What follows belongs to an exercise in optimizing a design on an open flow for small area, a short achievable clock period and few clock cycles; a production flow would make more cautious choices.
At most, simulation tests tie the RTL to the original design; equivalence was not proved.
For run 5, only the layout was checked, not whether the RTL still works.
No activity file was given, so power comes from the tool's default toggle rates.

==> flow/constraint.sdc <==
create_clock -name core_clock -period 8.0 [get_ports {clk_i}]
set_input_delay 1.6000 -clock core_clock [delete_from_list [all_inputs] [get_ports {clk_i}]]
set_output_delay 1.6000 -clock core_clock [all_outputs]
set_load 0.01 [all_outputs]
==> flow/design.v <==
package msp_pkg;
  localparam int DATA_W    = 32;
  localparam int CFG_W     = 5;
  localparam int CFG_IDX_W = 1;
  localparam int COUNT_W   = 10;
  localparam int MAX_DIM   = 8;
  localparam int IDX_W     = 3;
endpackage
module msp_ctrl (
  input  logic                         clk_i,
  input  logic                         rst_ni,
  input  logic                         in_valid_i,
  output logic                         in_ready_o,
  input  logic                         cfg_we_i,
  input  logic [msp_pkg::CFG_IDX_W-1:0] cfg_idx_i,
  input  logic [msp_pkg::CFG_W-1:0]    cfg_data_i,
  input  logic                         last_a_i,
  input  logic                         cnt_valid_d_i,
  output logic                         take_o,
  output logic                         first_row_o,
  output logic                         first_col_o,
  output logic                         last_col_o,
  output logic                         last_o,
  output logic                         one_col_o,
  output logic [msp_pkg::MAX_DIM-1:0]  col_oh_o
);
  localparam int IW = msp_pkg::IDX_W;
  logic [IW-1:0] rm1_q, cm1_q, rm1_d, cm1_d;    
  logic [IW-1:0] row_q, col_q, row_d, col_d;    
  logic          ready_q;    
  logic          last_pos_d;
  logic [msp_pkg::CFG_W-1:0] cfg_m1;
  logic [IW-1:0]             cfg_eff_m1;
  assign cfg_m1 = cfg_data_i - 5'd1;
  always_comb begin
    if (cfg_data_i == 5'd0)      cfg_eff_m1 = 3'd0;
    else if (cfg_data_i > 5'd8)  cfg_eff_m1 = 3'd7;
    else                         cfg_eff_m1 = cfg_m1[IW-1:0];
  end
  assign take_o      = in_valid_i && ready_q;
  assign first_row_o = (row_q == '0);
  assign first_col_o = (col_q == '0);
  assign last_col_o  = (col_q == cm1_q);
  assign last_o      = last_col_o && (row_q == rm1_q);
  assign one_col_o   = (cm1_q == '0);
  always_comb begin
    col_oh_o = '0;
    col_oh_o[col_q] = 1'b1;
  end
  logic lp_cur, lp_next, lp_cfg, cfg_small, busy, stall_d;
  assign lp_cur    = last_o;
  assign cfg_small = (cfg_data_i[4:1] == 4'd0);
  always_comb begin
    if (last_o)          lp_next = (rm1_q == 3'd0) && (cm1_q == 3'd0);
    else if (last_col_o) lp_next = (row_q + 3'd1 == rm1_q) && (cm1_q == 3'd0);
    else                 lp_next = (row_q == rm1_q) && (col_q + 3'd1 == cm1_q);
  end
  assign lp_cfg = cfg_small && ((cfg_idx_i == 1'b0) ? (cm1_q == 3'd0) : (rm1_q == 3'd0));
  always_comb begin
    rm1_d = rm1_q;
    cm1_d = cm1_q;
    row_d = row_q;
    col_d = col_q;
    if (cfg_we_i) begin
      if (cfg_idx_i == 1'b0) rm1_d = cfg_eff_m1;
      else                   cm1_d = cfg_eff_m1;
      row_d = '0;
      col_d = '0;
    end else if (take_o) begin
      if (last_col_o) begin
        col_d = '0;
        row_d = (row_q == rm1_q) ? '0 : row_q + 3'd1;
      end else begin
        col_d = col_q + 3'd1;
      end
    end
    last_pos_d = cfg_we_i ? lp_cfg : (take_o ? lp_next : lp_cur);
    busy    = cnt_valid_d_i || (take_o && last_o) || last_a_i;
    stall_d = last_pos_d && busy;
  end
  always_ff @(posedge clk_i or negedge rst_ni) begin
    if (!rst_ni) begin
      rm1_q   <= 3'd3;
      cm1_q   <= 3'd3;
      row_q   <= '0;
      col_q   <= '0;
      ready_q <= 1'b0;
    end else begin
      rm1_q   <= rm1_d;
      cm1_q   <= cm1_d;
      row_q   <= row_d;
      col_q   <= col_d;
      ready_q <= !stall_d;
    end
  end
  assign in_ready_o = ready_q;
endmodule
module msp_cmp #(
  parameter int W = 32
) (
  input  logic [W-1:0] a_i,
  input  logic [W-1:0] b_i,
  output logic         gt_o,
  output logic         eq_o
);
  logic [W-1:0] g, e;
  always_comb begin
    g = a_i & ~b_i;
    e = ~(a_i ^ b_i);
    g[W-1] = ~a_i[W-1] & b_i[W-1];
    for (int n = W / 2; n >= 1; n = n / 2) begin
      for (int k = 0; k < n; k++) begin
        g[k] = g[2*k+1] | (e[2*k+1] & g[2*k]);
        e[k] = e[2*k+1] & e[2*k];
      end
    end
  end
  assign gt_o = g[0];
  assign eq_o = e[0];
endmodule
module msp_datapath (
  input  logic                               clk_i,
  input  logic                               rst_ni,
  input  logic [msp_pkg::DATA_W-1:0]         elem_value_i,
  input  logic                               take_i,
  input  logic                               first_row_i,
  input  logic                               first_col_i,
  input  logic                               last_col_i,
  input  logic                               last_i,
  input  logic                               one_col_i,
  input  logic [msp_pkg::MAX_DIM-1:0]        col_oh_i,
  input  logic                               cnt_ready_i,
  output logic                               cnt_valid_o,
  output logic                               cnt_valid_d_o,
  output logic                               last_a_o,
  output logic [msp_pkg::COUNT_W-1:0]        count_o
);
  localparam int DW = msp_pkg::DATA_W;
  localparam int N  = msp_pkg::MAX_DIM;
  localparam int IW = msp_pkg::IDX_W;
  logic          va_q;
  logic [DW-1:0] xa_q;
  logic          a_first_row_q, a_first_col_q, a_last_col_q, a_last_q, a_one_col_q;
  logic [N-1:0]  a_col_q;
  always_ff @(posedge clk_i or negedge rst_ni) begin
    if (!rst_ni) va_q <= 1'b0;
    else         va_q <= take_i;
  end
  always_ff @(posedge clk_i) begin
    xa_q          <= elem_value_i;
    a_first_row_q <= first_row_i;
    a_first_col_q <= first_col_i;
    a_last_col_q  <= last_col_i;
    a_last_q      <= last_i;
    a_one_col_q   <= one_col_i;
    a_col_q       <= col_oh_i;
  end
  logic [DW-1:0] cmin_q [N];
  logic [DW-1:0] cmax_q [N];
  logic [N-1:0]  ka_q, kb_q;           
  logic [DW-1:0] rmax_q, rmin_q;       
  logic [IW-1:0] jmax_q, jmin_q;       
  logic          umax_q, umin_q;       
  logic          nmax_q, nmin_q;       
  logic          vb_q;
  logic [DW-1:0] xb_q;
  logic          b_first_row_q, b_first_col_q, b_last_col_q, b_last_q;
  logic [IW-1:0] b_col_q;
  logic          b_gt_rmax_q, b_eq_rmax_q, b_lt_rmin_q, b_eq_rmin_q;
  logic          b_lt_cmin_q, b_eq_cmin_q, b_gt_cmax_q, b_eq_cmax_q;
  logic [DW-1:0] cmin_rd, cmax_rd;
  always_comb begin
    cmin_rd = '0;
    cmax_rd = '0;
    for (int j = 0; j < N; j++) begin
      cmin_rd |= cmin_q[j] & {DW{a_col_q[j]}};
      cmax_rd |= cmax_q[j] & {DW{a_col_q[j]}};
    end
  end
  logic gt_ab, eq_ab, lt_ab;
  logic gt_rmax, eq_rmax, lt_rmin, eq_rmin;
  logic lt_cmin, eq_cmin, gt_cmax, eq_cmax;
  msp_cmp #(.W(DW)) u_cmp_ab   (.a_i(xa_q),    .b_i(xb_q),    .gt_o(gt_ab),   .eq_o(eq_ab));
  msp_cmp #(.W(DW)) u_cmp_rmax (.a_i(xa_q),    .b_i(rmax_q),  .gt_o(gt_rmax), .eq_o(eq_rmax));
  msp_cmp #(.W(DW)) u_cmp_rmin (.a_i(rmin_q),  .b_i(xa_q),    .gt_o(lt_rmin), .eq_o(eq_rmin));
  msp_cmp #(.W(DW)) u_cmp_cmin (.a_i(cmin_rd), .b_i(xa_q),    .gt_o(lt_cmin), .eq_o(eq_cmin));
  msp_cmp #(.W(DW)) u_cmp_cmax (.a_i(xa_q),    .b_i(cmax_rd), .gt_o(gt_cmax), .eq_o(eq_cmax));
  assign lt_ab = !gt_ab && !eq_ab;
  logic same_row, same_col;
  logic max_from_b, min_from_b, cmin_from_b, cmax_from_b;
  assign same_row    = vb_q && !a_first_col_q;
  assign same_col    = vb_q && a_one_col_q && !a_first_row_q;
  assign max_from_b  = same_row && (b_first_col_q || b_gt_rmax_q);
  assign min_from_b  = same_row && (b_first_col_q || b_lt_rmin_q);
  assign cmin_from_b = same_col && (b_first_row_q || b_lt_cmin_q);
  assign cmax_from_b = same_col && (b_first_row_q || b_gt_cmax_q);
  always_ff @(posedge clk_i or negedge rst_ni) begin
    if (!rst_ni) vb_q <= 1'b0;
    else         vb_q <= va_q;
  end
  always_ff @(posedge clk_i) begin
    xb_q          <= xa_q;
    b_first_row_q <= a_first_row_q;
    b_first_col_q <= a_first_col_q;
    b_last_col_q  <= a_last_col_q;
    b_last_q      <= a_last_q;
    b_col_q       <= '0;
    for (int j = 0; j < N; j++) begin
      if (a_col_q[j]) b_col_q <= IW'(j);
    end
    b_gt_rmax_q   <= max_from_b  ? gt_ab : gt_rmax;
    b_eq_rmax_q   <= max_from_b  ? eq_ab : eq_rmax;
    b_lt_rmin_q   <= min_from_b  ? lt_ab : lt_rmin;
    b_eq_rmin_q   <= min_from_b  ? eq_ab : eq_rmin;
    b_lt_cmin_q   <= cmin_from_b ? lt_ab : lt_cmin;
    b_eq_cmin_q   <= cmin_from_b ? eq_ab : eq_cmin;
    b_gt_cmax_q   <= cmax_from_b ? gt_ab : gt_cmax;
    b_eq_cmax_q   <= cmax_from_b ? eq_ab : eq_cmax;
  end
  logic          new_rmax, new_rmin, new_cmin, new_cmax;
  logic          umax_f, umin_f, nmax_f, nmin_f;
  logic [IW-1:0] jmax_f, jmin_f;
  logic [N-1:0]  ka_d, kb_d;
  logic          cnt_a, cnt_b;
  assign new_rmax = b_first_col_q || b_gt_rmax_q;
  assign new_rmin = b_first_col_q || b_lt_rmin_q;
  assign new_cmin = b_first_row_q || b_lt_cmin_q;
  assign new_cmax = b_first_row_q || b_gt_cmax_q;
  assign umax_f = new_rmax ? 1'b1     : (b_eq_rmax_q ? 1'b0 : umax_q);
  assign umin_f = new_rmin ? 1'b1     : (b_eq_rmin_q ? 1'b0 : umin_q);
  assign jmax_f = new_rmax ? b_col_q  : jmax_q;
  assign jmin_f = new_rmin ? b_col_q  : jmin_q;
  assign nmax_f = new_rmax ? new_cmin : nmax_q;
  assign nmin_f = new_rmin ? new_cmax : nmin_q;
  always_comb begin
    ka_d = ka_q;
    kb_d = kb_q;
    if (vb_q) begin
      if (b_first_row_q && b_first_col_q) begin
        ka_d = '0;
        kb_d = '0;
      end
      if (new_cmin || b_eq_cmin_q) ka_d[b_col_q] = 1'b0;
      if (new_cmax || b_eq_cmax_q) kb_d[b_col_q] = 1'b0;
      if (b_last_col_q) begin
        if (umax_f && nmax_f) ka_d[jmax_f] = 1'b1;
        if (umin_f && nmin_f) kb_d[jmin_f] = 1'b1;
      end
    end
  end
  assign cnt_a = |ka_d;
  assign cnt_b = |kb_d;
  always_ff @(posedge clk_i) begin
    if (vb_q) begin
      if (new_rmax) begin
        rmax_q <= xb_q;
        jmax_q <= b_col_q;
      end
      if (new_rmin) begin
        rmin_q <= xb_q;
        jmin_q <= b_col_q;
      end
      umax_q <= umax_f;
      umin_q <= umin_f;
      nmax_q <= nmax_f;
      nmin_q <= nmin_f;
      for (int j = 0; j < N; j++) begin
        if (b_col_q == IW'(j)) begin
          if (new_cmin) cmin_q[j] <= xb_q;
          if (new_cmax) cmax_q[j] <= xb_q;
        end
      end
    end
    ka_q <= ka_d;
    kb_q <= kb_d;
  end
  logic       cv_q, cv_d;
  logic [1:0] cnt_q;
  assign cv_d = (vb_q && b_last_q) || (cv_q && !cnt_ready_i);
  always_ff @(posedge clk_i or negedge rst_ni) begin
    if (!rst_ni) cv_q <= 1'b0;
    else         cv_q <= cv_d;
  end
  always_ff @(posedge clk_i) begin
    if (vb_q && b_last_q) cnt_q <= {cnt_a && cnt_b, cnt_a ^ cnt_b};
  end
  assign cnt_valid_o   = cv_q;
  assign cnt_valid_d_o = cv_d;
  assign last_a_o      = va_q && a_last_q;
  assign count_o       = {{(msp_pkg::COUNT_W - 2){1'b0}}, cnt_q};
endmodule
module matrix_saddle_point_count #(
  parameter int MAX_ROWS = 8,
  parameter int MAX_COLS = 8
) (
  input  logic                              clk_i,
  input  logic                              rst_ni,
  input  logic                              elem_valid_i,
  output logic                              elem_ready_o,
  input  logic signed [msp_pkg::DATA_W-1:0] elem_value_i,
  output logic                              count_valid_o,
  input  logic                              count_ready_i,
  output logic [msp_pkg::COUNT_W-1:0]       count_o,
  input  logic                              cfg_we_i,
  input  logic [msp_pkg::CFG_IDX_W-1:0]     cfg_idx_i,
  input  logic [msp_pkg::CFG_W-1:0]         cfg_data_i
);
  logic                       take, first_row, first_col, last_col, last, one_col;
  logic [msp_pkg::MAX_DIM-1:0] col_oh;
  logic                       last_a, cnt_valid_d;
  msp_ctrl u_ctrl (
    .clk_i         (clk_i),
    .rst_ni        (rst_ni),
    .in_valid_i    (elem_valid_i),
    .in_ready_o    (elem_ready_o),
    .cfg_we_i      (cfg_we_i),
    .cfg_idx_i     (cfg_idx_i),
    .cfg_data_i    (cfg_data_i),
    .last_a_i      (last_a),
    .cnt_valid_d_i (cnt_valid_d),
    .take_o        (take),
    .first_row_o   (first_row),
    .first_col_o   (first_col),
    .last_col_o    (last_col),
    .last_o        (last),
    .one_col_o     (one_col),
    .col_oh_o      (col_oh)
  );
  msp_datapath u_datapath (
    .clk_i         (clk_i),
    .rst_ni        (rst_ni),
    .elem_value_i  (elem_value_i),
    .take_i        (take),
    .first_row_i   (first_row),
    .first_col_i   (first_col),
    .last_col_i    (last_col),
    .last_i        (last),
    .one_col_i     (one_col),
    .col_oh_i      (col_oh),
    .cnt_ready_i   (count_ready_i),
    .cnt_valid_o   (count_valid_o),
    .cnt_valid_d_o (cnt_valid_d),
    .last_a_o      (last_a),
    .count_o       (count_o)
  );
endmodule
==> flow/flow/run.sh <==
#!/bin/bash
set -euo pipefail
sed -e 's/SETUP_SLACK_MARGIN=[0-9.]*/SETUP_SLACK_MARGIN=5.5/' standard.sh > standard_tight.sh
bash standard_tight.sh > standard.log 2>&1
==> flow/standard.sh <==
#!/bin/bash
# synth_recipe.tcl (not shown) runs the flow's synth.tcl, then flattens the netlist and writes it again
# the make line also repeats each setting of config.mk as NAME=value (left out here)
make -C /OpenROAD-flow-scripts/flow DESIGN_CONFIG=/design/flow/config.mk WORK_HOME=/design/flow/orfs CLKGATE_MAP_FILE= SYNTH_SCRIPT=/design/flow/synth_recipe.tcl "${@:-finish}"
==> flow/config.mk <==
export PLATFORM = sky130hd
export DESIGN_NAME = matrix_saddle_point_count
export DESIGN_NICKNAME = matrix_saddle_point_count
export VERILOG_FILES = /design/flow/design.v
export SDC_FILE = /design/flow/constraint.sdc
export NUM_CORES = 4
export LEC_CHECK = 0
export CAP_MARGIN = 20
export CORE_MARGIN = 2
export CORE_UTILIZATION = 35
export CTS_CLUSTER_DIAMETER = 80
export CTS_CLUSTER_SIZE = 30
export PLACE_DENSITY = 0.5
export SETUP_SLACK_MARGIN = 5
export SLEW_MARGIN = 20
export SYNTH_MEMORY_MAX_BITS = 16384
==> impl_metrics.ini, run 1 <==
[route]
viasPerCell = 5.561
firstDrtPassIters = 5
drc = 0
antenna_left = 0
wl_per_cell_um = 27.76
drt_iter0_drc = 1762
routed_wl_um = 86840
vias = 17390

[global_routing]
grt_max_degree = 35
grt_pass1_wl_um = 123800
grt_pass1_vias = 17410
track_usage_pct = 20.65
antenna_found_initial = 3
grt-ovfl-total = 0

[synth]
netlist_area_um2 = 28560
syn_avg_cell_area_um2 = 14.94
ys_async_sr_fraction_pct = 2.247
yosys.area_share.xor_xnor_pct = 0.4250
yosysWarningCount = 5
synth_ff_type = edfxtp_1
muxShareOfSynthArea_pct = 0.2673
synth-simple-area-share_pct = 6.454
ys_types = 70
synth_commonest_cells = edfxtp_1 (588), a22oi_1 (259), ha_1 (182), inv_1 (122), dfxtp_1 (108)
yosys.area_share.adder_pct = 8.044
synth_top_family_by_area = compound AO/OA/AOI/OAI gates
yosysTopAreaCell = edfxtp_1
synth_edf_count = 588
ys_ff_latch = 712
synth_top_area_share_pct = 61.83
yosysSeqAreaShare_pct = 70.82
synth_area_leaders = edfxtp_1 (62%), ha_1 (8.0%), dfxtp_1 (7.6%)
yosys.cell_count.top_type = edfxtp_1
synth_compound_area_share_pct = 11.26
synth_cells = 1911

[place]
portBuffers = 46
hpwl_um = 47510
place.gp.congestion = 0.8325
placed_area_um2 = 30490

[sta]
finalMaxSlewViolations = 0
min_period_over_period_pct = 34.14
tightest_slew_ns = 0.8060
finalClockSkew_ns = 0.03719
finalCriticalPeriod_ns = 2.731
hold_viol = 0
rsz0062_at_grt = yes
max-slew-margin-rel_pct = 46.26
setup_tns_ns = 0
clock.fmax_mhz = 366.1
finalSetupViolCount = 0

[critical_path]
crit_type = register to register
cpMaxStageDelayCell = ha_1
crit_chain = buf_4 > buf_12 > a22oi_2 > nand4_1 > ha_1 > a211oi_2 > nor2_1 > o31ai_2 > a21oi_2 > a211o_1 > o311a_1
cp-start-kind = register
worstSetupEndpointType = register
max_stage_delay_ns = 0.38
crit_fanout = 21
critPathBufInv = 2
required_ns = 8.50
critical-path-top-delay-family = compound AO/OA/AOI/OAI gates
crit_arrival_ns = 3.23

[min_path]
hold_path.class = register to register

[clocking]
holdBufCountCts = 0
cts_inserted_buffers = 37
cts_tree = built
clock-root-buffer = clkbuf_16
cts_sinks = 712
insertion_delay_ns = 0.62
htreeDepth = 2
clockBufferDepth = 3
clk_pin_slew_ns = 0.10

[job]
max_cap_viol_count = 0

[floorplan]
io_pins = 55
num_rows = 104
die_x_um = 289.6
core_area_um2 = 80680
start_util_pct = 35.40
dieArea_um2 = 83890
die_y_um = 289.6

[power]
ir_drop_mv = 0.1322
p_per_area_nw_per_um2 = 232.2
power.leakage_nw = 11.80

[run_status]
status = timing/DRC/antenna clean

[final_layout]
fin_area_um2 = 33570
synthToLayoutAreaGrowth_pct = 17.55
antenna_cells = 0
drive_above_1_share_pct = 17.12
nNetsFinal = 2265
==> cells in the final DEF (no fill, tap or decap), types with 38 or more instances in the layout <==
cell type / synthesis / routed
dfxtp_1: 108 / 48
a21oi_1: 65 / 61
a22oi_1: 259 / 241
clkbuf_16: 0 / 38
inv_1: 122 / 114
ha_1: 182 / 169
clkdlybuf4s50_1: 0 / 38
edfxtp_1: 588 / 588
nor2_1: 70 / 49
nand4_1: 58 / 58
buf_4: 8 / 67
nand2_1: 68 / 67
==> path summary, 6_finish.rpt <==
kind / start / to / slack [ns] / depth (start not counted)
max reg2reg: u_datapath.a_col_q[6]$_DFF_P_ / u_datapath.b_lt_cmin_q$_DFF_P_ / 5.27 / 11
max: u_datapath.a_col_q[6]$_DFF_P_ / u_datapath.b_lt_cmin_q$_DFF_P_ / 5.27 / 11
min reg2reg: u_datapath.a_last_col_q$_DFF_P_ / u_datapath.b_last_col_q$_DFF_P_ / 0.33 / 0
min in group asynchronous: rst_ni / u_ctrl.row_q[2]$_DFFE_PN0P_ / 1.43 / 1
min: u_datapath.a_last_col_q$_DFF_P_ / u_datapath.b_last_col_q$_DFF_P_ / 0.33 / 0
max in group asynchronous: rst_ni / u_datapath.vb_q$_DFF_PN0_ / 6.05 / 1
==> routing by layer <==
layer	track usage, %	vias to the layer above	part of all wire (%)	routed length (µm)
li1	-	7748	-	-
met1	28.62	8887	43	37750
met2	33.31	627	46	40270
met3	3.642	130	7.1	6129
met4	5.987	2	3.1	2676
met5	0	-	0.010	9
==> through the flow <==
stage | hold WS [ns] | worst slack (ns) | utilization [%] | power (W) | std cells
2_1_floorplan | 0.3096 | 5.001 | - | 0.004949 | 1918
3_3_place_gp | 0.3108 | 4.248 | 37.78 | 0.005332 | 2981
3_5_place_dp | 0.3121 | 4.215 | 37.79 | 0.005345 | 2981
4_1_cts | 0.3352 | 5.219 | 41.13 | 0.007795 | 3116
5_1_grt | 0.3386 | 5.204 | 41.61 | 0.008076 | 3128
6_report | 0.3334 | 5.269 | 41.61 | 0.007794 | 3128
==> cell families (layout without fill, tap and decap cells) <==
group,count (synthesis),after routing
buffers and inverters,196,346
multiplexers,7,7
AND/OR/NAND/NOR,340,340
adder cells (fa/ha/maj),184,184
other,1,8
XOR/XNOR,13,13
flip-flops,712,712
AO/OA/AOI/OAI,458,458
==> report_power, final <==
part	switching (W)	internal, W
registers	0.000139	0.00421
clock network	0.00132	0.00101
logic	0.000680	0.000430
total	0.00214	0.00565
==> sequential cells by signal (all words and copies together) (netlist names), 8 cells and up <==
name	count
u_datapath.cmax_q	256
u_datapath.kb_q	8
u_datapath.xa_q	32
u_datapath.rmin_q	32
u_datapath.a_col_q	8
u_datapath.ka_q	8
u_datapath.xb_q	32
u_datapath.cmin_q	256
u_datapath.rmax_q	32
==> final cells by class <==
type	instances	area [µm²]
clock inverter	23	362.8
clock buffer	44	962.2
tap	1060	1326
inverter	122	464.2
timing repair buffer	157	1821
fill	7292	47110
sequential	712	20370
multi-input combinational	1010	8265
==> timing repair <==
item                       CTS  global route
setup endpoints to repair  250           182
pin swaps                   48            34
resized for setup          167            77
setup buffers               64            11
gates cloned                 4             1
Testbench counts, summed over its fixed seeds: cycles 3,948.
==> run 2: changes to the inputs <==
==> flow/run.sh (new file) <==
#!/bin/bash
# synth_recipe.tcl (not shown) runs the flow's synth.tcl, then flattens the netlist and writes it again
# the make line also repeats each setting of config.mk as NAME=value (left out here)
make -C /OpenROAD-flow-scripts/flow DESIGN_CONFIG=/design/flow/config.mk WORK_HOME=/design/flow/orfs CLKGATE_MAP_FILE= SYNTH_SCRIPT=/design/flow/synth_recipe.tcl finish
removed: flow/flow/run.sh
removed: flow/standard.sh
==> run 2 against run 1 <==
Net effect:
- area after synthesis stayed put
- routed wire length down 2.9%
- sequential power hardly changed
- sequential cell count unchanged
- global-route usage is 0.63 points lower
- still clean
- power down 0.89%
- combinational power decreased by 9%
- register-to-register slack got worse by 0.30 ns
- non-clock buffer count decreased by 48
- utilization decreased by 1.3 points
==> impl_metrics.ini, run 2 <==
[synth]
synth_commonest_cells = edfxtp_1 (588), a22oi_1 (259), ha_1 (182), inv_1 (122), dfxtp_1 (108)
ys_ff_latch = 712
syn_avg_cell_area_um2 = 14.94
ys_types = 70
synth_ff_type = edfxtp_1
ys_async_sr_fraction_pct = 2.247
synth_edf_count = 588
synth_top_area_share_pct = 61.83
yosys.cell_count.top_type = edfxtp_1
yosysTopAreaCell = edfxtp_1
synth_area_leaders = edfxtp_1 (62%), ha_1 (8.0%), dfxtp_1 (7.6%)
yosysSeqAreaShare_pct = 70.82
synth_cells = 1911
netlist_area_um2 = 28560
yosysWarningCount = 5

[sta]
setup_tns_ns = 0
hold_viol = 0
finalSetupViolCount = 0
max-slew-margin-rel_pct = 25.93
finalClockSkew_ns = 0.03869
rsz0062_at_grt = yes
finalMaxSlewViolations = 0
min_period_over_period_pct = 37.93
finalCriticalPeriod_ns = 3.035
tightest_slew_ns = 1.103
clock.fmax_mhz = 329.5

[clocking]
cts_sinks = 712
cts_tree = built
htreeDepth = 2
clockBufferDepth = 3
cts_inserted_buffers = 37
clk_pin_slew_ns = 0.11
insertion_delay_ns = 0.62
clock-root-buffer = clkbuf_16

[route]
wl_per_cell_um = 27.41
firstDrtPassIters = 7
vias = 17240
viasPerCell = 5.600
drc = 0
antenna_left = 0
drt_iter0_drc = 1908
routed_wl_um = 84360

[critical_path]
worstReg2RegEnd = u_datapath.b_gt_cmax_q$_DFF_P_
crit_fanout = 38
required_ns = 8.52
rr_worst_depth = 9
rrSetupSlack_ns = 4.97
cp-start-kind = register
critPathLaunch = u_datapath.a_col_q[2]$_DFF_P_
r2r-start = u_datapath.a_col_q[2]$_DFF_P_
crit_arrival_ns = 3.56
critPathCapture = u_datapath.b_gt_cmax_q$_DFF_P_
crit_type = register to register
worstSetupEndpointType = register

[job]
max_cap_viol_count = 0

[floorplan]
num_rows = 104
start_util_pct = 35.40
io_pins = 55
die_x_um = 289.6
dieArea_um2 = 83890
core_area_um2 = 80680
die_y_um = 289.6

[place]
portBuffers = 46
hpwl_um = 47140
place.gp.congestion = 0.8029
dp.cells = 2980
placed_area_um2 = 30450

[final_layout]
final_util_pct = 40.30
fin_area_um2 = 32510
nNetsFinal = 2217
final-instance-count-excl-fill = 3078
layout_common_cells = edfxtp_1 (588), a22oi_1 (257), ha_1 (181)
synthToLayoutAreaGrowth_pct = 13.86
n_fill_cell = 7354
reg_top3 = u_datapath.cmax_q (256), u_datapath.cmin_q (256)
final_common_cell = edfxtp_1
drive_above_1_share_pct = 9.618

[global_routing]
grt_pass1_vias = 17250
antenna_found_initial = 3
grt_max_degree = 39
grt-ovfl-total = 0
track_usage_pct = 20.02
grt_pass1_wl_um = 121000

[min_path]
hold_path.class = register to register
holdPathStages = 0

[power]
p_per_area_nw_per_um2 = 237.6
power.leakage_nw = 11.43
ir_drop_mv = 0.1276

[run_status]
status = timing/DRC/antenna clean
-- run 2: power by group --
| group | leakage, nW | internal [W] | total [W] | switching, W |
|---|---|---|---|---|
| sequential | 6.47 | 0.00421 | 0.00435 | 0.000134 |
| combinational | 4.31 | 0.000367 | 0.00101 | 0.000647 |
| clock | 0.649 | 0.00104 | 0.00236 | 0.00133 |
| total | 11.4 | 0.00561 | 0.00772 | 0.00211 |
-- run 2: kinds of logic after synthesis --
group | synth area share (%)
other | 0.01313
adder cells (fa/ha/maj) | 8.044
buffers and inverters | 2.721
XOR/XNOR | 0.4250
AO/OA/AOI/OAI | 11.26
multiplexers | 0.2673
flip-flops | 70.82
AND/OR/NAND/NOR | 6.454
-- run 2: critical path, cell delays in order, from the launching register on --
cell	delay [ns]
dfxtp_4	0.43
buf_12	0.28
a22oi_1	0.14
and4_1	0.27
ha_1	0.34
nand4_1	0.27
nor3_4	0.30
a221oi_2	0.15
o211ai_1	0.51
a2bb2oi_2	0.21
-- run 2: routing by layer --
metal | routed length, µm | track usage (%) | share of wire [%] | vias to the layer above
li1 | - | - | - | 7644
met1 | 37500 | 28.51 | 44 | 8872
met2 | 39280 | 32.27 | 47 | 610
met3 | 4957 | 2.174 | 5.9 | 110
met4 | 2631 | 6.154 | 3.1 | 0
met5 | 0 | 0 | 0 | -
-- run 2: area by class of cell --
cell class | instances | area [µm²] | share of cell area, %
Sequential cell | 712 | 20270 | 62.34
Multi-Input combinational cell | 1010 | 7856 | 24.16
Tap cell | 1060 | 1326 | 4.079
Timing Repair Buffer | 109 | 1266 | 3.894
Clock buffer | 40 | 979.7 | 3.013
Inverter | 122 | 457.9 | 1.408
Clock inverter | 24 | 357.8 | 1.101
Antenna cell | 1 | 2.502 | 0.007696
-- run 2: worst min-delay path by stage --
stage / from / end
finish: u_datapath.a_last_col_q$_DFF_P_ / u_datapath.b_last_col_q$_DFF_P_
global route: u_datapath.a_last_col_q$_DFF_P_ / u_datapath.b_last_col_q$_DFF_P_
CTS: u_datapath.a_last_col_q$_DFF_P_ / u_datapath.b_last_col_q$_DFF_P_
detailed placement: u_datapath.a_last_col_q$_DFF_P_ / u_datapath.b_last_col_q$_DFF_P_
global placement: u_datapath.a_last_col_q$_DFF_P_ / u_datapath.b_last_col_q$_DFF_P_
floorplan: u_datapath.a_last_col_q$_DFF_P_ / u_datapath.b_last_col_q$_DFF_P_
-- run 2: stage by stage --
step / total power [W] / hold WS (ns) / setup slack, ns
after floorplan: 0.004934 / 0.3096 / 5.001
after global placement: 0.005319 / 0.3112 / 4.047
after detailed placement: 0.005336 / 0.3171 / 4.049
after CTS: 0.007736 / 0.3422 / 4.865
after global routing: 0.008010 / 0.3520 / 4.961
final: 0.007725 / 0.3409 / 4.965
-- run 2: timing repair --
item	4_1_cts	5_1_grt
resized for setup	35	34
hold buffers	0	0
pin swaps	7	7
gates cloned	0	1
endpoints found under the setup margin	12	6
setup buffers	31	0
==> run 3: changes to the inputs <==
==> flow/flow/run.sh (new file) <==
#!/bin/bash
set -euo pipefail
sed -e 's/SETUP_SLACK_MARGIN=[0-9.]*/SETUP_SLACK_MARGIN=5.3/' standard.sh > standard_tight.sh
bash standard_tight.sh > standard.log 2>&1
==> flow/standard.sh (new file) <==
#!/bin/bash
# synth_recipe.tcl (not shown) runs the flow's synth.tcl, then flattens the netlist and writes it again
# the make line also repeats each setting of config.mk as NAME=value (left out here)
make -C /OpenROAD-flow-scripts/flow DESIGN_CONFIG=/design/flow/config.mk WORK_HOME=/design/flow/orfs CLKGATE_MAP_FILE= SYNTH_SCRIPT=/design/flow/synth_recipe.tcl "${@:-finish}"
removed: flow/run.sh
==> run 3 against run 2 <==
Net effect:
- still clean
- routed wire length rose by 1.2%
- global-route usage rose by 0.10 points
- synthesized cell count did not move
- fmax rose by 7.2%
- sequential power barely moved
- sequential cell count did not move
- clock power barely moved
- area after synthesis did not move
- worst setup slack improved by 0.21 ns
- clock skew rose by 0.0050 ns
- highest routed layer unchanged
==> impl_metrics.ini, run 3 <==
[run_status]
status = timing/DRC/antenna clean

[clocking]
clockBufferDepth = 3
holdBufCountCts = 0
clock-root-buffer = clkbuf_16
insertion_delay_ns = 0.62
cts_inserted_buffers = 38
cts_sinks = 712
cts_tree = built
clk_pin_slew_ns = 0.11
htreeDepth = 2

[floorplan]
start_util_pct = 35.40
io_pins = 55
num_rows = 104
dieArea_um2 = 83890
core_area_um2 = 80680
die_x_um = 289.6
die_y_um = 289.6

[final_layout]
nNetsFinal = 2250
reg_top3 = u_datapath.cmax_q (256), u_datapath.cmin_q (256)
synthToLayoutAreaGrowth_pct = 16.08
layout_common_cells = edfxtp_1 (588), a22oi_1 (248), ha_1 (173)
n_fill_cell = 7353
antenna_cells = 0
drive_above_1_share_pct = 13.97
final_common_cell = edfxtp_1
final_util_pct = 41.09

[power]
p_int_w = 0.005636
ir_drop_mv = 0.1552
switching_power_w = 0.002171
power_frac_comb_pct = 14.3
p_total_w = 0.007807
p_clk_share_pct = 29.9
p_per_area_nw_per_um2 = 235.5
power.leakage_nw = 11.66
pwr-share-seq_pct = 55.8
switching_share_pct = 27.81

[route]
top_layer_used = met4
drt_iter0_drc = 1815
route.met3.wl_um = 4553
antenna_left = 0
viasPerCell = 5.537
drc = 0
routed_wl_um = 85350
wl_per_cell_um = 27.41
wl_met2_um = 40830
vias = 17240
firstDrtPassIters = 5
wl_met1_um = 38240

[critical_path]
crit_type = register to register
cp-start-kind = register
worstSetupEndpointType = register
required_ns = 8.46
rrSetupSlack_ns = 5.17
crit_arrival_ns = 3.29
crit_fanout = 8

[sta]
worst_slack_ns = 5.170
finalClockSkew_ns = 0.04366
min_period_over_period_pct = 35.37
rsz0062_at_grt = yes
hold_viol = 0
max-slew-margin-rel_pct = 39.87
finalMaxSlewViolations = 0
tightest_slew_ns = 0.9008
finalCriticalPeriod_ns = 2.830
clock.fmax_mhz = 353.4
setup_tns_ns = 0
fin_hold_ws_ns = 0.3479
finalSetupViolCount = 0

[place]
hpwl_um = 47150
portBuffers = 46
post-place-ws_ns = 4.001
place.gp.congestion = 0.7903

[synth]
synth_top_area_share_pct = 61.83
synth_cells = 1911
ys_ff_latch = 712
synth_ff_type = edfxtp_1
synth_area_leaders = edfxtp_1 (62%), ha_1 (8.0%), dfxtp_1 (7.6%)
ys_types = 70
yosysWarningCount = 5
yosys.cell_count.top_type = edfxtp_1
syn_avg_cell_area_um2 = 14.94
synth_commonest_cells = edfxtp_1 (588), a22oi_1 (259), ha_1 (182), inv_1 (122), dfxtp_1 (108)
synth_edf_count = 588
ys_async_sr_fraction_pct = 2.247
yosysSeqAreaShare_pct = 70.82
yosysTopAreaCell = edfxtp_1
netlist_area_um2 = 28560

[global_routing]
grt_max_degree = 45
grt_pass1_vias = 17440
track_usage_pct = 20.13
grt_pass1_wl_um = 122000
antenna_found_initial = 1
grt-ovfl-total = 0

[min_path]
hold_path.class = register to register

[job]
max_cap_viol_count = 0
## run 3: cell counts after synthesis
No cell type changed its count.
## run 3: area by class of cell
type,count,area [µm²],share of cell area (%)
clock inverter,27,359.1,1.083
timing repair buffer,141,1613,4.865
clock buffer,42,987.2,2.978
tap,1060,1326,4.001
multi-input combinational,1010,8105,24.45
sequential,712,20300,61.23
inverter,122,460.4,1.389
## run 3: final timing paths
path	startpoint	depth (start not counted)	end
min in group asynchronous	rst_ni	1	u_ctrl.ready_q$_DFF_PN0_
hold reg to reg	u_datapath.a_last_col_q$_DFF_P_	0	u_datapath.b_last_col_q$_DFF_P_
setup reg to reg	u_datapath.a_col_q[6]$_DFF_P_	11	u_datapath.b_gt_cmax_q$_DFF_P_
hold / removal	u_datapath.a_last_col_q$_DFF_P_	0	u_datapath.b_last_col_q$_DFF_P_
setup / recovery	u_datapath.a_col_q[6]$_DFF_P_	11	u_datapath.b_gt_cmax_q$_DFF_P_
max in group asynchronous	rst_ni	1	u_ctrl.col_q[1]$_DFFE_PN0P_
## run 3: critical path, cell delays in order, from the launching register on
cell       delay, ns
dfxtp_4         0.46
buf_12          0.18
bufbuf_16       0.31
a22oi_1         0.08
and4_1          0.20
ha_1            0.31
a21o_1          0.17
nand3_1         0.18
a21oi_1         0.14
o2111ai_1       0.24
o211ai_1        0.23
a2bb2oi_1       0.19
## run 3: repair_timing
item | CTS | global route
hold endpoints to repair | 0 | 0
gates cloned | 5 | 4
gates resized for setup | 104 | 60
buffers inserted | 43 | 9
endpoints found under the setup margin | 30 | 13
pin swaps | 23 | 30
## run 3: metal layers
layer / up-vias / GRT usage, %
met5: - / 0
met4: 0 / 4.577
met3: 77 / 2.323
met2: 516 / 33.64
met1: 8927 / 28.15
li1: 7721 / -
## run 3: power groups by stage
stage          combinational, W  sequential, W  clock, W
2_1_floorplan          0.000567        0.00437         0
4_1_cts                 0.00104        0.00435   0.00239
5_1_grt                 0.00121        0.00437   0.00252
3_5_place_dp           0.000886        0.00446         0
3_3_place_gp           0.000874        0.00445         0
6_report                0.00112        0.00435   0.00234
## run 3: logic make-up (layout without fill, tap and decap cells)
group / Yosys count / after routing / synth area share [%]
DFF: 712 / 712 / 70.82
AOI/OAI and AO/OA: 458 / 458 / 11.26
and+or+nand+nor: 340 / 340 / 6.454
buffers and inverters: 196 / 332 / 2.721
adders and majority gates: 184 / 184 / 8.044
xor gates and xnor gates: 13 / 13 / 0.4250
muxes: 7 / 7 / 0.2673
other: 1 / 8 / 0.01313
## run 3: per-stage QoR
step / cells / cell area [µm²]
5_1_grt: 3114 / 33150
3_5_place_dp: 2984 / 30480
3_3_place_gp: 2983 / 30460
2_1_floorplan: 1918 / 28600
4_1_cts: 3101 / 32750
6_report: 3114 / 33150
==> run 4: changes to the inputs <==
--- a/flow/config.mk
+++ b/flow/config.mk
@@ -8,8 +8,8 @@
 export CAP_MARGIN = 20
 export CORE_MARGIN = 2
-export CORE_UTILIZATION = 35
+export CORE_UTILIZATION = 55
 export CTS_CLUSTER_DIAMETER = 80
 export CTS_CLUSTER_SIZE = 30
-export PLACE_DENSITY = 0.5
+export PLACE_DENSITY = 0.65
 export SETUP_SLACK_MARGIN = 5
 export SLEW_MARGIN = 20
==> run 4 against run 3 <==
Net effect:
- global-route usage up 8.7 points
- worst setup slack better by 0.052 ns
- utilization up 22 points
- largest cell class unchanged
- first-iteration DRC count up 16%
- count of clock-buffer cells in the layout down 3
- die area down 36%
- critical path depth down 4
==> impl_metrics.ini, run 4 <==
[synth]
synth_commonest_cells = edfxtp_1 (588), a22oi_1 (259), ha_1 (182), inv_1 (122), dfxtp_1 (108)
ys_types = 70
yosysWarningCount = 5
ys_ff_latch = 712
yosys.cell_count.top_type = edfxtp_1
synth_edf_count = 588
syn_avg_cell_area_um2 = 14.94
synth_ff_type = edfxtp_1
ys_async_sr_fraction_pct = 2.247
synth_area_leaders = edfxtp_1 (62%), ha_1 (8.0%), dfxtp_1 (7.6%)
netlist_area_um2 = 28560
synth_top_area_share_pct = 61.83
yosysSeqAreaShare_pct = 70.82
yosysTopAreaCell = edfxtp_1
synth_cells = 1911

[final_layout]
n_fill_cell = 3804
nNetsFinal = 2244
reg_top3 = u_datapath.cmax_q (256), u_datapath.cmin_q (256)
final_util_pct = 63.53
synthToLayoutAreaGrowth_pct = 14.12
final_common_cell = edfxtp_1
drive_above_1_share_pct = 13.94
antenna_cells = 0
layout_common_cells = edfxtp_1 (588), a22oi_1 (241), ha_1 (174)
final-instance-count-excl-fill = 2724

[critical_path]
crit_chain = ha_1 > a21oi_1 > o21ai_0 > a21oi_1 > nor3_1 > nor3_1 > a22oi_1
required_ns = 8.49
rr_worst_depth = 7
critPathBufInv = 0
crit_arrival_ns = 3.26
max_stage_delay_ns = 0.84
cp_num_cells = 7
cp-start-kind = register
critical-path-top-delay-family = simple AND/OR/NAND/NOR gates
worstSetupEndpointType = register
crit_type = register to register
crit_fanout = 5
cpMaxStageDelayCell = nor3_1

[job]
max_cap_viol_count = 0

[sta]
fin_hold_ws_ns = 0.3700
hold_viol = 0
finalCriticalPeriod_ns = 2.778
setup_tns_ns = 0
max-slew-margin-rel_pct = 29.79
finalMaxSlewViolations = 0
clock.fmax_mhz = 360.0
tightest_slew_ns = 1.045
min_period_over_period_pct = 34.72
finalClockSkew_ns = 0.02101
rsz0062_at_grt = yes
finalSetupViolCount = 0

[clocking]
clock-root-buffer = clkbuf_16
htreeDepth = 1
cts_sinks = 712
insertion_delay_ns = 0.65
clk_pin_slew_ns = 0.11
cts_tree = built
clockBufferDepth = 3
holdBufCountCts = 0
cts_inserted_buffers = 31

[power]
ir_drop_mv = 0.2326
p_per_area_nw_per_um2 = 228.1
power.leakage_nw = 11.62

[global_routing]
grt_pass1_wl_um = 112200
grt_pass1_vias = 16970
track_usage_pct = 28.83
grt-ovfl-total = 0
antenna_found_initial = 3
grt_max_degree = 40

[floorplan]
die_x_um = 231.9
io_pins = 55
start_util_pct = 55.67
num_rows = 83
core_area_um2 = 51300
dieArea_um2 = 53760
die_y_um = 231.9

[route]
drc = 0
firstDrtPassIters = 5
wl_per_cell_um = 28.73
antenna_left = 0
routed_wl_um = 78270
vias = 17520
viasPerCell = 6.430
drt_iter0_drc = 2108

[place]
portBuffers = 46
hpwl_um = 43080
place.gp.congestion = 0.9050
dp.cells = 2603

[min_path]
holdPathStages = 0
hold_path.class = register to register

[run_status]
status = timing/DRC/antenna clean
-- run 4: cell counts after synthesis --
No cell type changed its count.
-- run 4: path summary, 6_finish.rpt --
kind,slack [ns],endpoint,start
max,5.22,u_datapath.b_gt_rmax_q$_DFF_P_,u_datapath.xa_q[23]$_DFF_P_
min,0.37,u_datapath.b_last_q$_DFF_P_,u_datapath.a_last_q$_DFF_P_
max reg2reg,5.22,u_datapath.b_gt_rmax_q$_DFF_P_,u_datapath.xa_q[23]$_DFF_P_
min reg2reg,0.37,u_datapath.b_last_q$_DFF_P_,u_datapath.a_last_q$_DFF_P_
max in group asynchronous,6.15,u_datapath.cv_q$_DFF_PN0_,rst_ni
min in group asynchronous,1.39,u_ctrl.row_q[2]$_DFFE_PN0P_,rst_ni
-- run 4: area by class of cell --
cell class / instances / area (µm²) / area share (%)
repair buffers: 142 / 1815 / 5.571
flip-flops and latches: 712 / 20300 / 62.30
clock buffers: 39 / 825.8 / 2.534
inverters: 122 / 457.9 / 1.405
clock inverters: 19 / 200.2 / 0.6143
multi-input cells: 1010 / 8138 / 24.97
well taps: 680 / 850.8 / 2.611
-- run 4: cells by family (layout without fill, tap and decap cells) --
| family | after synthesis | after routing | share of synthesized area [%] |
|---|---|---|---|
| other | 1 | 8 | 0.01313 |
| multiplexers | 7 | 7 | 0.2673 |
| flip-flops | 712 | 712 | 70.82 |
| adder cells (fa/ha/maj) | 184 | 184 | 8.044 |
| XOR/XNOR | 13 | 13 | 0.4250 |
| buffers and inverters | 196 | 322 | 2.721 |
| AND/OR/NAND/NOR | 340 | 340 | 6.454 |
| AO/OA/AOI/OAI | 458 | 458 | 11.26 |
-- run 4: worst reg2reg max path, cell delays in order (launching register included) --
cell and delay, ns:
dfxtp_1 0.57, ha_1 0.34, a21oi_1 0.14, o21ai_0 0.15
a21oi_1 0.27, nor3_1 0.09, nor3_1 0.84, a22oi_1 0.22
-- run 4: what timing repair did --
item	CTS	global route
gates resized for setup	131	63
setup buffers	36	13
cloned	12	1
endpoints found under the setup margin	18	49
pin swaps	20	24
-- run 4: stage by stage --
step | area [µm²] | power [W] | worst slack (ns)
2_1_floorplan | 28600 | 0.004935 | 5.001
3_3_place_gp | 29970 | 0.005290 | 3.823
3_5_place_dp | 29980 | 0.005312 | 3.888
4_1_cts | 32170 | 0.007370 | 5.205
5_1_grt | 32590 | 0.007679 | 5.177
6_report | 32590 | 0.007434 | 5.222
-- run 4: where the power goes --
group,switching (W),internal (W),leakage [nW],total [W]
clock,0.00117,0.000806,0.507,0.00198
combinational,0.000665,0.000443,4.64,0.00111
sequential,0.000133,0.00421,6.48,0.00435
total,0.00197,0.00546,11.6,0.00743
-- run 4: layer usage --
layer | up-vias | track usage, % | part of all wire (%) | wire length (µm)
met1 | 8778 | 40.31 | 40 | 31660
met4 | 6 | 8.834 | 3.3 | 2604
met5 | - | 0 | 0.045 | 35
met2 | 886 | 46.73 | 47 | 36880
met3 | 138 | 4.678 | 9.1 | 7091
li1 | 7707 | - | - | -
==> run 5: changes to the inputs <==
--- a/flow/design.v
+++ b/flow/design.v
@@ -23,4 +23,5 @@
   output logic                         last_o,
   output logic                         one_col_o,
+  output logic [msp_pkg::IDX_W-1:0]    col_o,
   output logic [msp_pkg::MAX_DIM-1:0]  col_oh_o
 );
@@ -28,5 +29,5 @@
   logic [IW-1:0] rm1_q, cm1_q, rm1_d, cm1_d;    
   logic [IW-1:0] row_q, col_q, row_d, col_d;    
-  logic          ready_q;    
+  logic          ready_q;
   logic          last_pos_d;
   logic [msp_pkg::CFG_W-1:0] cfg_m1;
@@ -44,9 +45,10 @@
   assign last_o      = last_col_o && (row_q == rm1_q);
   assign one_col_o   = (cm1_q == '0);
+  assign col_o       = col_q;
   always_comb begin
     col_oh_o = '0;
     col_oh_o[col_q] = 1'b1;
   end
-  logic lp_cur, lp_next, lp_cfg, cfg_small, busy, stall_d;
+  logic lp_cur, lp_next, lp_cfg, cfg_small, busy, stall_q, stall_d;
   assign lp_cur    = last_o;
   assign cfg_small = (cfg_data_i[4:1] == 4'd0);
@@ -85,5 +87,5 @@
       row_q   <= '0;
       col_q   <= '0;
-      ready_q <= 1'b0;
+      stall_q <= 1'b0;
     end else begin
       rm1_q   <= rm1_d;
@@ -91,7 +93,8 @@
       row_q   <= row_d;
       col_q   <= col_d;
-      ready_q <= !stall_d;
+      stall_q <= stall_d;
     end
   end
+  assign ready_q    = !stall_q;
   assign in_ready_o = ready_q;
 endmodule
@@ -129,4 +132,5 @@
   input  logic                               last_i,
   input  logic                               one_col_i,
+  input  logic [msp_pkg::IDX_W-1:0]          col_i,
   input  logic [msp_pkg::MAX_DIM-1:0]        col_oh_i,
   input  logic                               cnt_ready_i,
@@ -142,5 +146,5 @@
   logic [DW-1:0] xa_q;
   logic          a_first_row_q, a_first_col_q, a_last_col_q, a_last_q, a_one_col_q;
-  logic [N-1:0]  a_col_q;
+  logic [IW-1:0] a_col_q;
   always_ff @(posedge clk_i or negedge rst_ni) begin
     if (!rst_ni) va_q <= 1'b0;
@@ -154,5 +158,5 @@
     a_last_q      <= last_i;
     a_one_col_q   <= one_col_i;
-    a_col_q       <= col_oh_i;
+    a_col_q       <= col_i;
   end
   logic [DW-1:0] cmin_q [N];
@@ -169,12 +173,22 @@
   logic          b_gt_rmax_q, b_eq_rmax_q, b_lt_rmin_q, b_eq_rmin_q;
   logic          b_lt_cmin_q, b_eq_cmin_q, b_gt_cmax_q, b_eq_cmax_q;
-  logic [DW-1:0] cmin_rd, cmax_rd;
+  logic [DW-1:0] cmin_rd, cmax_rd, cmin_pf, cmax_pf;
+  logic          fwd_min, fwd_max;
+  logic          new_cmin, new_cmax;
+  assign fwd_min = vb_q && new_cmin && col_oh_i[b_col_q];
+  assign fwd_max = vb_q && new_cmax && col_oh_i[b_col_q];
   always_comb begin
-    cmin_rd = '0;
-    cmax_rd = '0;
+    cmin_pf = '0;
+    cmax_pf = '0;
     for (int j = 0; j < N; j++) begin
-      cmin_rd |= cmin_q[j] & {DW{a_col_q[j]}};
-      cmax_rd |= cmax_q[j] & {DW{a_col_q[j]}};
+      cmin_pf |= cmin_q[j] & {DW{col_oh_i[j] && !fwd_min}};
+      cmax_pf |= cmax_q[j] & {DW{col_oh_i[j] && !fwd_max}};
     end
+    cmin_pf |= xb_q & {DW{fwd_min}};
+    cmax_pf |= xb_q & {DW{fwd_max}};
+  end
+  always_ff @(posedge clk_i) begin
+    cmin_rd <= cmin_pf;
+    cmax_rd <= cmax_pf;
   end
   logic gt_ab, eq_ab, lt_ab;
@@ -205,8 +219,5 @@
     b_last_col_q  <= a_last_col_q;
     b_last_q      <= a_last_q;
-    b_col_q       <= '0;
-    for (int j = 0; j < N; j++) begin
-      if (a_col_q[j]) b_col_q <= IW'(j);
-    end
+    b_col_q       <= a_col_q;
     b_gt_rmax_q   <= max_from_b  ? gt_ab : gt_rmax;
     b_eq_rmax_q   <= max_from_b  ? eq_ab : eq_rmax;
@@ -218,5 +229,5 @@
     b_eq_cmax_q   <= cmax_from_b ? eq_ab : eq_cmax;
   end
-  logic          new_rmax, new_rmin, new_cmin, new_cmax;
+  logic          new_rmax, new_rmin;
   logic          umax_f, umin_f, nmax_f, nmin_f;
   logic [IW-1:0] jmax_f, jmin_f;
@@ -308,4 +319,5 @@
   logic                       take, first_row, first_col, last_col, last, one_col;
   logic [msp_pkg::MAX_DIM-1:0] col_oh;
+  logic [msp_pkg::IDX_W-1:0]   col;
   logic                       last_a, cnt_valid_d;
   msp_ctrl u_ctrl (
@@ -325,4 +337,5 @@
     .last_o        (last),
     .one_col_o     (one_col),
+    .col_o         (col),
     .col_oh_o      (col_oh)
   );
@@ -337,4 +350,5 @@
     .last_i        (last),
     .one_col_i     (one_col),
+    .col_i         (col),
     .col_oh_i      (col_oh),
     .cnt_ready_i   (count_ready_i),
==> flow/run.sh (new file) <==
#!/bin/bash
# synth_recipe.tcl (not shown) runs the flow's synth.tcl, then flattens the netlist and writes it again
# the make line also repeats each setting of config.mk as NAME=value (left out here)
make -C /OpenROAD-flow-scripts/flow DESIGN_CONFIG=/design/flow/config.mk WORK_HOME=/design/flow/orfs CLKGATE_MAP_FILE= SYNTH_SCRIPT=/design/flow/synth_recipe.tcl finish
--- a/flow/config.mk
+++ b/flow/config.mk
@@ -8,8 +8,6 @@
 export CAP_MARGIN = 20
 export CORE_MARGIN = 2
-export CORE_UTILIZATION = 55
-export CTS_CLUSTER_DIAMETER = 80
-export CTS_CLUSTER_SIZE = 30
-export PLACE_DENSITY = 0.65
+export CORE_UTILIZATION = 35
+export PLACE_DENSITY = 0.5
 export SETUP_SLACK_MARGIN = 5
 export SLEW_MARGIN = 20
removed: flow/flow/run.sh
removed: flow/standard.sh
==> run 5 against run 4 <==
Net effect:
- still clean on timing, DRC and antenna
- sequential cell count increased by 59
- final area up 11%
- clock power rose by 91%
- hold slack worse by 0.046 ns
- power up 28%
- routed wire length is 12% higher
- register-to-register slack got worse by 0.30 ns
- non-clock buffer count decreased by 42
- critical path type unchanged
- critical endpoint is now u_datapath.cnt_q[0]$_DFFE_PP_
==> impl_metrics.ini, run 5 <==
[sta]
min_period_over_period_pct = 38.41
rsz0062_at_grt = yes
finalSetupViolCount = 0
finalMaxSlewViolations = 0
clock.fmax_mhz = 325.4
finalClockSkew_ns = 0.02561
tightest_slew_ns = 1.092
setup_tns_ns = 0
hold_viol = 0
max-slew-margin-rel_pct = 26.85
finalCriticalPeriod_ns = 3.073
worst_slack_ns = 4.927

[final_layout]
n_fill_cell = 7958
final_common_cell = edfxtp_1
final_util_pct = 41.43
antenna_cells = 0
reg_top3 = u_datapath.cmax_q (256), u_datapath.cmin_q (256)
drive_above_1_share_pct = 14.65
fin_area_um2 = 36060
nNetsFinal = 2436
synthToLayoutAreaGrowth_pct = 17.00
layout_common_cells = edfxtp_1 (588), ha_1 (177), a22oi_1 (165)

[critical_path]
cp-start-kind = register
crit_arrival_ns = 3.45
critPathLaunch = u_datapath.b_lt_rmin_q$_DFF_P_
worstSetupEndpointType = register
crit_type = register to register
worstReg2RegEnd = u_datapath.cnt_q[0]$_DFFE_PP_
r2r-start = u_datapath.b_lt_rmin_q$_DFF_P_
required_ns = 8.38
rrSetupSlack_ns = 4.93
crit_fanout = 5
rr_worst_depth = 10
critPathCapture = u_datapath.cnt_q[0]$_DFFE_PP_

[synth]
yosysWarningCount = 5
ys_types = 66
netlist_area_um2 = 30820
ys_ff_latch = 771
synth_cells = 2099
synth_ff_type = edfxtp_1
ys_async_sr_fraction_pct = 2.075
yosys.cell_count.top_type = edfxtp_1
syn_avg_cell_area_um2 = 14.68
yosysTopAreaCell = edfxtp_1
synth_edf_count = 588
synth_area_leaders = edfxtp_1 (57%), dfxtp_1 (11%), ha_1 (7.5%)
yosysSeqAreaShare_pct = 69.46
synth_commonest_cells = edfxtp_1 (588), ha_1 (185), dfxtp_1 (167), a22oi_1 (165), inv_1 (160)
synth_top_area_share_pct = 57.30

[floorplan]
dieArea_um2 = 90440
die_x_um = 300.7
core_area_um2 = 87020
start_util_pct = 35.41
num_rows = 108
io_pins = 55
die_y_um = 300.7

[min_path]
hold_path.class = register to register
holdPathStages = 0

[clocking]
insertion_delay_ns = 0.63
cts_sinks = 771
htreeDepth = 3
clock-root-buffer = clkbuf_16
clockBufferDepth = 3
clk_pin_slew_ns = 0.06
cts_inserted_buffers = 81
holdBufCountCts = 0
cts_tree = built

[power]
power_frac_comb_pct = 10.7
ir_drop_mv = 0.1636
p_int_w = 0.007183
power.leakage_nw = 13.49
switching_share_pct = 24.25
pwr-share-seq_pct = 49.4
p_clk_share_pct = 39.9
p_total_w = 0.009482
p_per_area_nw_per_um2 = 263.0
switching_power_w = 0.002299

[global_routing]
antenna_found_initial = 2
grt_pass1_vias = 18540
grt_max_degree = 43
globalRouteMet2Util_pct = 30.98
grt-ovfl-total = 0
grt_pass1_wl_um = 126000
track_usage_pct = 19.14
use_met3_pct = 2.648
grt.met1_usage_pct = 26.90
grt.busiest_layer = met2

[route]
drt_iter0_drc = 1565
routed_wl_um = 87900
antenna_left = 0
firstDrtPassIters = 5
vias = 18330
drc = 0
wl_per_cell_um = 25.64
viasPerCell = 5.346

[place]
placed_area_um2 = 32730
hpwl_um = 49220
portBuffers = 46
place.gp.congestion = 0.8652
post-place-ws_ns = 3.842

[job]
max_cap_viol_count = 0

[run_status]
status = timing/DRC/antenna clean
run 5: cell count changes after synthesis, moves of 10 or more:
cell	previous run	this run
buf_1	25	5
a221oi_1	6	58
nor2_1	70	48
and4_1	35	4
dfxtp_1	108	167
nand4_1	58	39
inv_1	122	160
a22oi_1	259	165
nand3_1	21	73
mux2i_1	4	67
clkbuf_1	37	63
mux2_2	2	42
nor3_1	29	19
run 5: cell type report:
| class | instances | area [µm²] | area share, % |
|---|---|---|---|
| multi-input cells | 1094 | 8852 | 24.55 |
| well taps | 1155 | 1445 | 4.008 |
| repair buffers | 100 | 984.7 | 2.731 |
| flip-flops and latches | 771 | 21480 | 59.57 |
| clock buffers | 122 | 2441 | 6.770 |
| inverters | 160 | 610.6 | 1.693 |
| clock inverters | 26 | 244.0 | 0.6767 |
run 5: how the worst min path moves through the flow:
stage	start	to	slack, ns
after detailed placement	u_datapath.a_col_q[2]$_DFF_P_	u_datapath.b_col_q[2]$_DFF_P_	0.31
after global routing	u_datapath.a_col_q[2]$_DFF_P_	u_datapath.b_col_q[2]$_DFF_P_	0.33
after floorplan	u_datapath.a_col_q[0]$_DFF_P_	u_datapath.b_col_q[0]$_DFF_P_	0.31
final	u_datapath.a_col_q[2]$_DFF_P_	u_datapath.b_col_q[2]$_DFF_P_	0.32
after global placement	u_datapath.a_col_q[2]$_DFF_P_	u_datapath.b_col_q[2]$_DFF_P_	0.31
after CTS	u_datapath.a_col_q[2]$_DFF_P_	u_datapath.b_col_q[2]$_DFF_P_	0.32
run 5: what timing repair did:
| action | 4_1_cts | 5_1_grt |
|---|---|---|
| buffers inserted | 17 | 6 |
| resized for setup | 83 | 27 |
| cloned | 4 | 2 |
| pin swaps | 4 | 6 |
| endpoints found under the setup margin | 78 | 72 |
run 5: kinds of logic after synthesis:
| group | Yosys count | synth area share, % |
|---|---|---|
| xor gates and xnor gates | 12 | 0.3411 |
| and+or+nand+nor | 339 | 5.652 |
| AOI/OAI and AO/OA | 436 | 10.13 |
| DFF | 771 | 69.46 |
| muxes | 109 | 3.711 |
| buffers and inverters | 244 | 3.122 |
| adders and majority gates | 187 | 7.576 |
| other | 1 | 0.01217 |
run 5: power groups by stage:
stage	clock network, W	registers, W	logic, W
3_3_place_gp	0	0.00477	0.000914
6_report	0.00379	0.00468	0.00102
2_1_floorplan	0	0.00469	0.000631
3_5_place_dp	0	0.00477	0.000936
4_1_cts	0.00386	0.00468	0.000998
5_1_grt	0.00400	0.00470	0.00113
run 5: layer usage:
layer  wire [µm]  share of wire, %  vias up
li1            -                 -     8322
met1       40130                46     9396
met2       41470                47      472
met3        4137               4.7      137
met4        2160               2.5        0
met5           0                 0        -
run 5: per-stage QoR:
step,cells,hold slack [ns]
after detailed placement,3251,0.3121
after floorplan,2106,0.3096
after CTS,3420,0.3241
after global routing,3428,0.3276
final,3428,0.3245
after global placement,3251,0.3107
run 5: critical path: stages (launching register included):
cell	delay, ns
dfxtp_2	0.35
nor2_4	0.17
mux2_4	0.34
inv_4	0.07
ha_4	0.14
or3_4	0.14
a2111oi_4	0.08
a32o_2	0.30
or4_4	0.53
or4_4	0.46
ha_4	0.25

port drivers added, routing unchanged:
In the flow no input, the clock included, has a driving cell. The finished layouts below were timed again as built, in two steps. Step 1 sets driving cells, clkbuf_16 on the clock port and buf_2 on the other inputs (assumed; they add their load-dependent delay and slew). Step 2 also shifts input and output timing later by t, the mid clock arrival at the registers, as if the neighbouring blocks saw the same clock. Slacks: no drivers / after step 1 / after step 2; pairs: no drivers / after step 1.
run | shift t [ns] | setup WS [ns] | hold slack, ns | worst register clock-pin slew, ns | pins driven straight from the clock port
run 1 | 0.669 | 5.269 / 5.210 / 5.020 | 0.333 / 0.333 / 0.333 | 0.12 / 0.12 | 1
run 2 | 0.667 | 4.965 / 4.965 / 4.536 | 0.341 / 0.341 / 0.341 | 0.12 / 0.12 | 1
run 3 | 0.666 | 5.170 / 5.170 / 4.801 | 0.348 / 0.348 / 0.348 | 0.11 / 0.11 | 1
run 4 | 0.696 | 5.222 / 5.166 / 4.773 | 0.370 / 0.370 / 0.370 | 0.12 / 0.12 | 1
run 5 | 0.684 | 4.927 / 4.927 / 4.515 | 0.324 / 0.324 / 0.324 | 0.06 / 0.06 | 1
After both steps every run listed still meets setup and hold. For run 4, which loses most, drivers alone change the setup slack by -0.056 ns; drivers and shift together by -0.449 ns.
